Background: an optimization exercise with open tools, aiming at small area, a short achievable clock period and few clock cycles. Do not read the settings as production practice.
For this run, only the layout was checked, not whether the RTL still works.
Power figures rest on the tool's default switching activity, not on a simulated workload.

==> flow/design.v <==
package rfes_pkg;
  localparam logic [11:0] EPOCH_YEAR    = 12'd1970;
  localparam logic [11:0] BASE_YEAR     = 12'd2000;
  localparam logic [16:0] SECS_PER_DAY  = 17'd86400;
  localparam logic [16:0] SECS_PER_HOUR = 17'd3600;
  localparam logic [16:0] SECS_PER_MIN  = 17'd60;
  localparam logic [16:0] SECS_PER_SEC  = 17'd1;
  localparam logic [1:0] EPOCH_MOD4   = 2'd2;
  localparam logic [6:0] EPOCH_MOD100 = 7'd70;
  localparam logic [8:0] EPOCH_MOD400 = 9'd370;
  localparam logic CFG_BCD_MODE  = 1'b0;
  localparam logic CFG_TWELVE_HR = 1'b1;
  typedef struct packed {
    logic [7:0] raw_seconds;
    logic [7:0] raw_minutes;
    logic [7:0] raw_hours;
    logic [7:0] raw_monthday;
    logic [7:0] raw_month;
    logic [7:0] raw_year;
  } rfes_in_t;
  typedef struct packed {
    logic [31:0] epoch_seconds;
    logic        field_error;
  } rfes_out_t;
  typedef struct packed {
    logic [7:0] sec;
    logic [7:0] min;
    logic [7:0] hr;
    logic [7:0] day;
    logic [3:0] mon_idx;
    logic       mon_ok;
    logic [7:0] yr;
    logic       err;
  } rfes_dec_t;
  typedef enum logic [3:0] {
    ST_IDLE,
    ST_YEARS,
    ST_DAY,
    ST_MUL_DAY,
    ST_MUL_HR,
    ST_MUL_MIN,
    ST_MUL_SEC,
    ST_LAST,
    ST_OUT
  } rfes_state_t;
  typedef enum logic [3:0] {
    OP_NONE,
    OP_LOAD,
    OP_YEAR,
    OP_MONTH,
    OP_DAY,
    OP_MUL_DAY,
    OP_MUL_HR,
    OP_MUL_MIN,
    OP_MUL_SEC,
    OP_LAST
  } rfes_op_t;
  typedef struct packed {
    rfes_op_t op;
  } rfes_ctrl_t;
  typedef struct packed {
    logic year_done;
  } rfes_stat_t;
  function automatic logic [7:0] bcd_decode(input logic [7:0] b, input logic bcd);
    logic [7:0] hi;
    hi = {4'b0000, b[7:4]};
    if (bcd) begin
      bcd_decode = (hi << 3) + (hi << 1) + {4'b0000, b[3:0]};
    end else begin
      bcd_decode = b;
    end
  endfunction
  function automatic logic [8:0] days_before_month(input logic [3:0] idx);
    case (idx)
      4'd0:    days_before_month = 9'd0;
      4'd1:    days_before_month = 9'd31;
      4'd2:    days_before_month = 9'd59;
      4'd3:    days_before_month = 9'd90;
      4'd4:    days_before_month = 9'd120;
      4'd5:    days_before_month = 9'd151;
      4'd6:    days_before_month = 9'd181;
      4'd7:    days_before_month = 9'd212;
      4'd8:    days_before_month = 9'd243;
      4'd9:    days_before_month = 9'd273;
      4'd10:   days_before_month = 9'd304;
      4'd11:   days_before_month = 9'd334;
      default: days_before_month = 9'd0;
    endcase
  endfunction
  function automatic logic [4:0] month_length(input logic [3:0] idx);
    case (idx)
      4'd1:              month_length = 5'd28;
      4'd3, 4'd5, 4'd8,
      4'd10:             month_length = 5'd30;
      default:           month_length = 5'd31;
    endcase
  endfunction
endpackage
module rfes_decode (
  input  rfes_pkg::rfes_in_t  fields,
  input  logic      bcd_mode,
  input  logic      twelve_hour_mode,
  output rfes_pkg::rfes_dec_t dec
);
  logic [7:0] hr_raw;
  logic [7:0] hr12;
  logic [7:0] mon;
  logic       hr12_bad;
  logic [7:0] mon_m1;
  always_comb begin
    dec.sec = rfes_pkg::bcd_decode(fields.raw_seconds, bcd_mode);
    dec.min = rfes_pkg::bcd_decode(fields.raw_minutes, bcd_mode);
    dec.day = rfes_pkg::bcd_decode(fields.raw_monthday, bcd_mode);
    dec.yr  = rfes_pkg::bcd_decode(fields.raw_year, bcd_mode);
    mon     = rfes_pkg::bcd_decode(fields.raw_month, bcd_mode);
    hr_raw   = rfes_pkg::bcd_decode({1'b0, fields.raw_hours[6:0]}, bcd_mode);
    hr12_bad = (hr_raw < 8'd1) || (hr_raw > 8'd12);
    hr12     = (hr_raw == 8'd12) ? 8'd0 : hr_raw;
    if (fields.raw_hours[7]) begin
      hr12 = hr12 + 8'd12;
    end
    if (twelve_hour_mode) begin
      dec.hr = hr12;
    end else begin
      dec.hr = rfes_pkg::bcd_decode(fields.raw_hours, bcd_mode);
    end
    dec.mon_ok  = (mon >= 8'd1) && (mon <= 8'd12);
    mon_m1      = mon - 8'd1;
    dec.mon_idx = mon_m1[3:0];
    dec.err = (twelve_hour_mode && hr12_bad) || (dec.sec > 8'd59) || (dec.min > 8'd59) ||
              (dec.hr > 8'd23) || (dec.yr > 8'd99) || !dec.mon_ok || (dec.day < 8'd1);
  end
endmodule
module rfes_ctrl (
  input  logic       clk,
  input  logic       rst,
  input  logic       start,
  input  rfes_pkg::rfes_stat_t stat,
  output rfes_pkg::rfes_ctrl_t ctrl,
  output logic       busy,
  output logic       done
);
  rfes_pkg::rfes_state_t state;
  rfes_pkg::rfes_state_t state_next;
  always_ff @(posedge clk) begin
    if (rst) begin
      state <= rfes_pkg::ST_IDLE;
    end else begin
      state <= state_next;
    end
  end
  always_comb begin
    state_next = state;
    ctrl.op    = rfes_pkg::OP_NONE;
    busy       = 1'b1;
    done       = 1'b0;
    case (state)
      rfes_pkg::ST_IDLE: begin
        busy = 1'b0;
        if (start) begin
          ctrl.op    = rfes_pkg::OP_LOAD;
          state_next = rfes_pkg::ST_YEARS;
        end
      end
      rfes_pkg::ST_YEARS: begin
        if (stat.year_done) begin
          ctrl.op    = rfes_pkg::OP_MONTH;
          state_next = rfes_pkg::ST_DAY;
        end else begin
          ctrl.op = rfes_pkg::OP_YEAR;
        end
      end
      rfes_pkg::ST_DAY: begin
        ctrl.op    = rfes_pkg::OP_DAY;
        state_next = rfes_pkg::ST_MUL_DAY;
      end
      rfes_pkg::ST_MUL_DAY: begin
        ctrl.op    = rfes_pkg::OP_MUL_DAY;
        state_next = rfes_pkg::ST_MUL_HR;
      end
      rfes_pkg::ST_MUL_HR: begin
        ctrl.op    = rfes_pkg::OP_MUL_HR;
        state_next = rfes_pkg::ST_MUL_MIN;
      end
      rfes_pkg::ST_MUL_MIN: begin
        ctrl.op    = rfes_pkg::OP_MUL_MIN;
        state_next = rfes_pkg::ST_MUL_SEC;
      end
      rfes_pkg::ST_MUL_SEC: begin
        ctrl.op    = rfes_pkg::OP_MUL_SEC;
        state_next = rfes_pkg::ST_LAST;
      end
      rfes_pkg::ST_LAST: begin
        ctrl.op    = rfes_pkg::OP_LAST;
        state_next = rfes_pkg::ST_OUT;
      end
      rfes_pkg::ST_OUT: begin
        done       = 1'b1;
        state_next = rfes_pkg::ST_IDLE;
      end
      default: begin
        state_next = rfes_pkg::ST_IDLE;
      end
    endcase
  end
endmodule
module rfes_datapath (
  input  logic       clk,
  input  rfes_pkg::rfes_dec_t  dec,
  input  rfes_pkg::rfes_ctrl_t ctrl,
  output rfes_pkg::rfes_stat_t stat,
  output rfes_pkg::rfes_out_t  result
);
  rfes_pkg::rfes_dec_t   fld;
  logic [11:0] full_year;
  logic [11:0] year;
  logic [1:0]  y4;
  logic [6:0]  y100;
  logic [8:0]  y400;
  logic [31:0] acc;
  logic [31:0] prod;
  logic        err;
  logic        leap;
  logic [8:0]  month_add;
  logic [4:0]  mlen;
  logic [8:0]  day_m1;
  logic [31:0] add_a;
  logic [31:0] add_b;
  logic [31:0] sum;
  logic [31:0] mul_a;
  logic [16:0] mul_b;
  logic [48:0] mul_p;
  assign leap = (y4 == 2'd0) && ((y100 != 7'd0) || (y400 == 9'd0));
  assign stat.year_done = (year == full_year);
  always_comb begin
    month_add = 9'd0;
    mlen      = 5'd31;
    if (fld.mon_ok) begin
      month_add = rfes_pkg::days_before_month(fld.mon_idx);
      if ((fld.mon_idx > 4'd1) && leap) begin
        month_add = month_add + 9'd1;
      end
      mlen = rfes_pkg::month_length(fld.mon_idx);
      if ((fld.mon_idx == 4'd1) && leap) begin
        mlen = 5'd29;
      end
    end
  end
  assign day_m1 = {1'b0, fld.day} - 9'd1;
  always_comb begin
    add_a = acc;
    add_b = 32'd0;
    case (ctrl.op)
      rfes_pkg::OP_YEAR:    add_b = leap ? 32'd366 : 32'd365;
      rfes_pkg::OP_MONTH:   add_b = {23'd0, month_add};
      rfes_pkg::OP_DAY:     add_b = {{23{day_m1[8]}}, day_m1};
      rfes_pkg::OP_MUL_HR:  begin
        add_a = 32'd0;
        add_b = prod;
      end
      rfes_pkg::OP_MUL_MIN,
      rfes_pkg::OP_MUL_SEC,
      rfes_pkg::OP_LAST:    add_b = prod;
      default:    add_b = 32'd0;
    endcase
  end
  assign sum = add_a + add_b;
  always_comb begin
    mul_a = 32'd0;
    mul_b = rfes_pkg::SECS_PER_SEC;
    case (ctrl.op)
      rfes_pkg::OP_MUL_DAY: begin
        mul_a = acc;
        mul_b = rfes_pkg::SECS_PER_DAY;
      end
      rfes_pkg::OP_MUL_HR:  begin
        mul_a = {24'd0, fld.hr};
        mul_b = rfes_pkg::SECS_PER_HOUR;
      end
      rfes_pkg::OP_MUL_MIN: begin
        mul_a = {24'd0, fld.min};
        mul_b = rfes_pkg::SECS_PER_MIN;
      end
      rfes_pkg::OP_MUL_SEC: begin
        mul_a = {24'd0, fld.sec};
        mul_b = rfes_pkg::SECS_PER_SEC;
      end
      default:    mul_a = 32'd0;
    endcase
  end
  assign mul_p = {17'd0, mul_a} * {32'd0, mul_b};
  always_ff @(posedge clk) begin
    case (ctrl.op)
      rfes_pkg::OP_LOAD: begin
        fld       <= dec;
        err       <= dec.err;
        full_year <= rfes_pkg::BASE_YEAR + {4'd0, dec.yr};
        year      <= rfes_pkg::EPOCH_YEAR;
        y4        <= rfes_pkg::EPOCH_MOD4;
        y100      <= rfes_pkg::EPOCH_MOD100;
        y400      <= rfes_pkg::EPOCH_MOD400;
        acc       <= 32'd0;
      end
      rfes_pkg::OP_YEAR: begin
        acc  <= sum;
        year <= year + 12'd1;
        y4   <= y4 + 2'd1;
        y100 <= (y100 == 7'd99) ? 7'd0 : y100 + 7'd1;
        y400 <= (y400 == 9'd399) ? 9'd0 : y400 + 9'd1;
      end
      rfes_pkg::OP_MONTH: begin
        acc <= sum;
        if ({3'd0, fld.day} > {6'd0, mlen}) begin
          err <= 1'b1;
        end
      end
      rfes_pkg::OP_DAY: begin
        acc <= sum;
      end
      rfes_pkg::OP_MUL_DAY: begin
        prod <= mul_p[31:0];
      end
      rfes_pkg::OP_MUL_HR, rfes_pkg::OP_MUL_MIN, rfes_pkg::OP_MUL_SEC: begin
        acc  <= sum;
        prod <= mul_p[31:0];
      end
      rfes_pkg::OP_LAST: begin
        acc <= sum;
      end
      default: begin
      end
    endcase
  end
  assign result.epoch_seconds = acc;
  assign result.field_error   = err;
endmodule
module rtc_fields_to_epoch_seconds_unit (
  input  logic      clk,
  input  logic      rst,
  input  logic      start,
  output logic      busy,
  input  rfes_pkg::rfes_in_t  fields,
  output logic      done,
  output rfes_pkg::rfes_out_t result,
  input  logic      cfg_write,
  input  logic      cfg_index,
  input  logic      cfg_data
);
  logic       bcd_mode;
  logic       twelve_hour_mode;
  rfes_pkg::rfes_dec_t  dec;
  rfes_pkg::rfes_ctrl_t ctrl;
  rfes_pkg::rfes_stat_t stat;
  always_ff @(posedge clk) begin
    if (rst) begin
      bcd_mode         <= 1'b1;
      twelve_hour_mode <= 1'b0;
    end else if (cfg_write) begin
      case (cfg_index)
        rfes_pkg::CFG_BCD_MODE:  bcd_mode         <= cfg_data;
        rfes_pkg::CFG_TWELVE_HR: twelve_hour_mode <= cfg_data;
        default:       bcd_mode         <= bcd_mode;
      endcase
    end
  end
  rfes_decode u_decode (
    .fields           (fields),
    .bcd_mode         (bcd_mode),
    .twelve_hour_mode (twelve_hour_mode),
    .dec              (dec)
  );
  rfes_ctrl u_ctrl (
    .clk   (clk),
    .rst   (rst),
    .start (start),
    .stat  (stat),
    .ctrl  (ctrl),
    .busy  (busy),
    .done  (done)
  );
  rfes_datapath u_datapath (
    .clk    (clk),
    .dec    (dec),
    .ctrl   (ctrl),
    .stat   (stat),
    .result (result)
  );
endmodule
==> flow/run.sh <==
#!/bin/bash
# synth_recipe.tcl (not shown) runs the flow's synth.tcl, then flattens the netlist and writes it again
# the make line also repeats each setting of config.mk as NAME=value (left out here)
make -C /OpenROAD-flow-scripts/flow DESIGN_CONFIG=/design/flow/config.mk WORK_HOME=/design/flow/orfs CLKGATE_MAP_FILE= SYNTH_SCRIPT=/design/flow/synth_recipe.tcl finish
==> flow/config.mk <==
export PLATFORM = sky130hd
export DESIGN_NAME = rtc_fields_to_epoch_seconds_unit
export DESIGN_NICKNAME = rtc_fields_to_epoch_seconds_unit
export VERILOG_FILES = /design/flow/design.v
export SDC_FILE = /design/flow/constraint.sdc
export NUM_CORES = 4
export LEC_CHECK = 0
export CAP_MARGIN = 20
export CORE_MARGIN = 2
export CORE_UTILIZATION = 40
export SLEW_MARGIN = 20
==> flow/constraint.sdc <==
create_clock -name core_clock -period 8.0 [get_ports {clk}]
set_input_delay 1.6000 -clock core_clock [delete_from_list [all_inputs] [get_ports {clk}]]
set_output_delay 1.6000 -clock core_clock [all_outputs]
set_load 0.01 [all_outputs]
==> out/qor.yml <==
worst_setup_path:
  crit_family: "adder cells"
  cp.buffers_inverters: 4
  crit_top_cell: "fa_1"
  slowest_stage: "dfxtp_1"
  crit_start: "u_ctrl.state[2]"
  cp_max_fo: 25
  worstPathCellList: "nand2b_1 > nor3_2 > buf_4 > and2_1 > nor2_1 > fa_1 > fa_1 > fa_1 > fa_1 > inv_1 > fa_1 > inv_1 > fa_1 > inv_1 > ha_1 > a21o_1 > a21oi_1 > o21ai_0 > a311oi_4 > o21ai_2 > a2111oi_2 > o21a_1 > and2_4 > xnor2_1"
  cp_data_arrival_time_ns: 7.45
  max_stage_delay_ns: 0.54
  critPathLaunchType: "flop"
  worstSetupEndpointType: "flop"
  r2r-start: "u_ctrl.state[2]"
  cp.required_ns: 8.18
  path_class: "reg2reg"
logic_synthesis:
  synth_cell_types: 75
  synth_cells: 2001
  synth-xor-area-share_pct: 5.83
  syn_area_sq_mm: 0.0200
  synth_top_family_by_area: "adder cells"
  synth_adder_area_share_pct: 39.7
  synth-edff-count: 143
  ys.flop_type: "edfxtp_1"
  syn_avg_cell_area_sq_um: 9.98
  async_reset_ff_share_pct: 0
  synth_compound_area_share_pct: 9.41
  ys_ff_latch: 158
  yosys.area_share.simple_pct: 11.3
  ys_seq_area_share_pct: 23.0
  synth_mux_area_share_pct: 1.94
  yosys_warnings: 4
route:
  route.met3.wl_um: 1500
  drtAntennaViolNets: 0
  routed_via_density: 4.78
  routed.top_layer: "met5"
  drt_first_pass_iters: 6
  route.met2.wl_um: 22100
  drtIter0Drc: 724
  wirelength_um: 44200
  vias: 13900
  met1_length_um: 20100
  drc: 0
  wire_per_inst_um: 15.2
global_route:
  antenna_found_initial: 2
  overflow: 0
  grt_pass1_wl_um: 74500
  track_usage_pct: 18.2
  grt_start_max_net_pins: 51
  grt_pass1_vias: 14900
sta:
  tns_ns: 0
  layout_min_cycle_time_ns: 7.27
  tightest_slew_ns: 0.949
  post-route-period-util_pct: 90.8
  final_max_slew_viol_count: 0
  rsz0062_at_grt: "no"
  slew-limit-headroom_pct: 36.8
  setup_viol: 0
  finalClockSkew_ns: 0.0132
  max_freq_ghz: 0.138
  hold_viol: 0
die:
  start_util_pct: 40.6
  rows: 81
  core-area_sq_mm: 0.0492
  ios: 89
  die_w_um: 227
  dieArea_sq_mm: 0.0517
  die-height_um: 227
hold_path:
  hold_path.startpoint: "u_datapath.fld[39]"
  hp-class: "reg2reg"
cts:
  cts.clk_slew.worst_paths_ns: 0.07
  root_buffer: "clkbuf_16"
  cts_buffers: 17
  insertion_delay_ns: 0.43
  ctsResizeCount: 0
  cts_buffer_depth: 2
  postCtsSetupBuffers: 0
  cts_hold_buffers: 0
  tritoncts: "yes"
  htreeDepth: 4
  cts_sinks: 158
finish:
  drive_above_1_share_pct: 4.19
  area_delta_synth_final_pct: 14.1
  final_common_cell: "inv_1"
  num-nets-final: 2771
  layout_common_cells: "inv_1, fa_1, ha_1"
  fillCellCount: 4709
run_status:
  outcome: "no timing/DRC/antenna violations"
job:
  max-cap-violations: 0
placed_design:
  io_buffers: 88
  post-dp-hpwl_um: 37500
  place.gp.congestion: 0.866
power:
  ir_worst_vdd_mv: 0.284
  p_leak_nw: 11.0
  power_w: 0.00784
  p_per_area_mw_per_mm2: 344
-- logic make-up (layout without fill, tap and decap cells) --
kind of cell               after synthesis  in the layout
and+or+nand+nor                        440            440
AOI/OAI and AO/OA                      280            280
xor gates and xnor gates               133            133
muxes                                   36             36
adders and majority gates              488            488
buffers and inverters                  464            567
DFF                                    158            158
other                                    2            141
-- metrics by stage --
step	area (sq um)	instances	util [%]	hold WS, ns	setup slack (ns)
after floorplan	20500	2139	-	0.497	1.05
after global placement	22200	2874	45.2	0.500	0.868
after detailed placement	22200	2874	45.2	0.522	0.719
after CTS	22800	2906	46.4	0.537	0.687
after global routing	22800	2906	46.4	0.557	0.257
final	22800	2907	46.4	0.527	0.734
-- cells in the mapped netlist, types with 24 or more instances --
master / n / share of area [%]
a21oi_1: 71 / 1.8
nand2_1: 95 / 1.8
fa_1: 244 / 24
nor2_1: 95 / 1.8
xor2_1: 49 / 2.1
edfxtp_1: 143 / 21
nor2b_1: 49 / 1.5
nor3_1: 32 / 0.80
inv_1: 432 / 8.1
xnor2_1: 84 / 3.7
o21ai_0: 53 / 1.3
a21o_1: 60 / 2.3
and2_1: 49 / 1.5
nand3_1: 32 / 0.80
ha_1: 244 / 15
clkbuf_1: 24 / 0.45
-- path summary, 6_finish.rpt --
path,slack (ns),depth (start not counted),endpoint
max,0.73,24,u_datapath.prod[27]
min,0.53,1,u_datapath.prod[1]
max reg2reg,0.73,24,u_datapath.prod[27]
min reg2reg,0.53,1,u_datapath.prod[1]
-- final cells by class --
class / instances / area, sq um / share of cell area, %
Sequential cell: 158 / 4590 / 20.2
Clock inverter: 14 / 150 / 0.659
Clock buffer: 18 / 429 / 1.88
Timing Repair Buffer: 103 / 993 / 4.36
Tap cell: 664 / 831 / 3.65
Antenna cell: 1 / 2.50 / 0.0110
Inverter: 432 / 1620 / 7.12
Multi-Input combinational cell: 1517 / 14200 / 62.2
-- report_power, final --
group | total, W | internal [W] | leakage [nW] | switching (W)
logic | 0.00538 | 0.00233 | 9.28 | 0.00305
registers | 0.00165 | 0.00142 | 1.47 | 0.000226
clock network | 0.000808 | 0.000441 | 0.279 | 0.000367
total | 0.00784 | 0.00419 | 11.0 | 0.00365
-- routing by layer --
layer | vias up | GRT usage, %
li1 | 6859 | -
met1 | 6800 | 23.6
met2 | 191 | 32.7
met3 | 35 | 2.39
met4 | 2 | 3.12
met5 | - | 0
-- state kept, by name, indices dropped and copies added, names as in the netlist, named ones only --
| signal | cells |
|---|---|
| u_datapath.y4 | 2 |
| u_datapath.err | 1 |
| u_datapath.y400 | 9 |
| u_datapath.fld | 37 |
| u_datapath.acc | 32 |
| u_datapath.year | 12 |
| u_ctrl.state | 4 |
| bcd_mode | 1 |
| twelve_hour_mode | 1 |
| u_datapath.full_year | 11 |
| u_datapath.prod | 32 |
| u_datapath.y100 | 7 |

## port drivers added, routing unchanged
How much do the figures lean on ideal ports? The routed layout below was timed once more, with nothing changed but the port constraints.
Step 1, drivers: a clkbuf_16 drives clk and a buf_2 each remaining input, both assumed.
Step 2, shift: input delay + t, output delay - t, t = (earliest + latest rising clock arrival at the registers) / 2. This alone moves slack from input paths to output paths.
a / b / c = no drivers / after step 1 / after step 2; a / b = the first two.
t (ns): 0.476
setup slack, ns: 0.734 / 0.734 / 0.734
worst setup path at the end: register to register
worst register clock-pin slew, ns: 0.07 / 0.07
worst data-port slew with drivers (ns): 0.07
After both steps this run still meets setup and hold. The setup slack of this run moves by 0.000 ns with the drivers and by 0.000 ns with both steps.
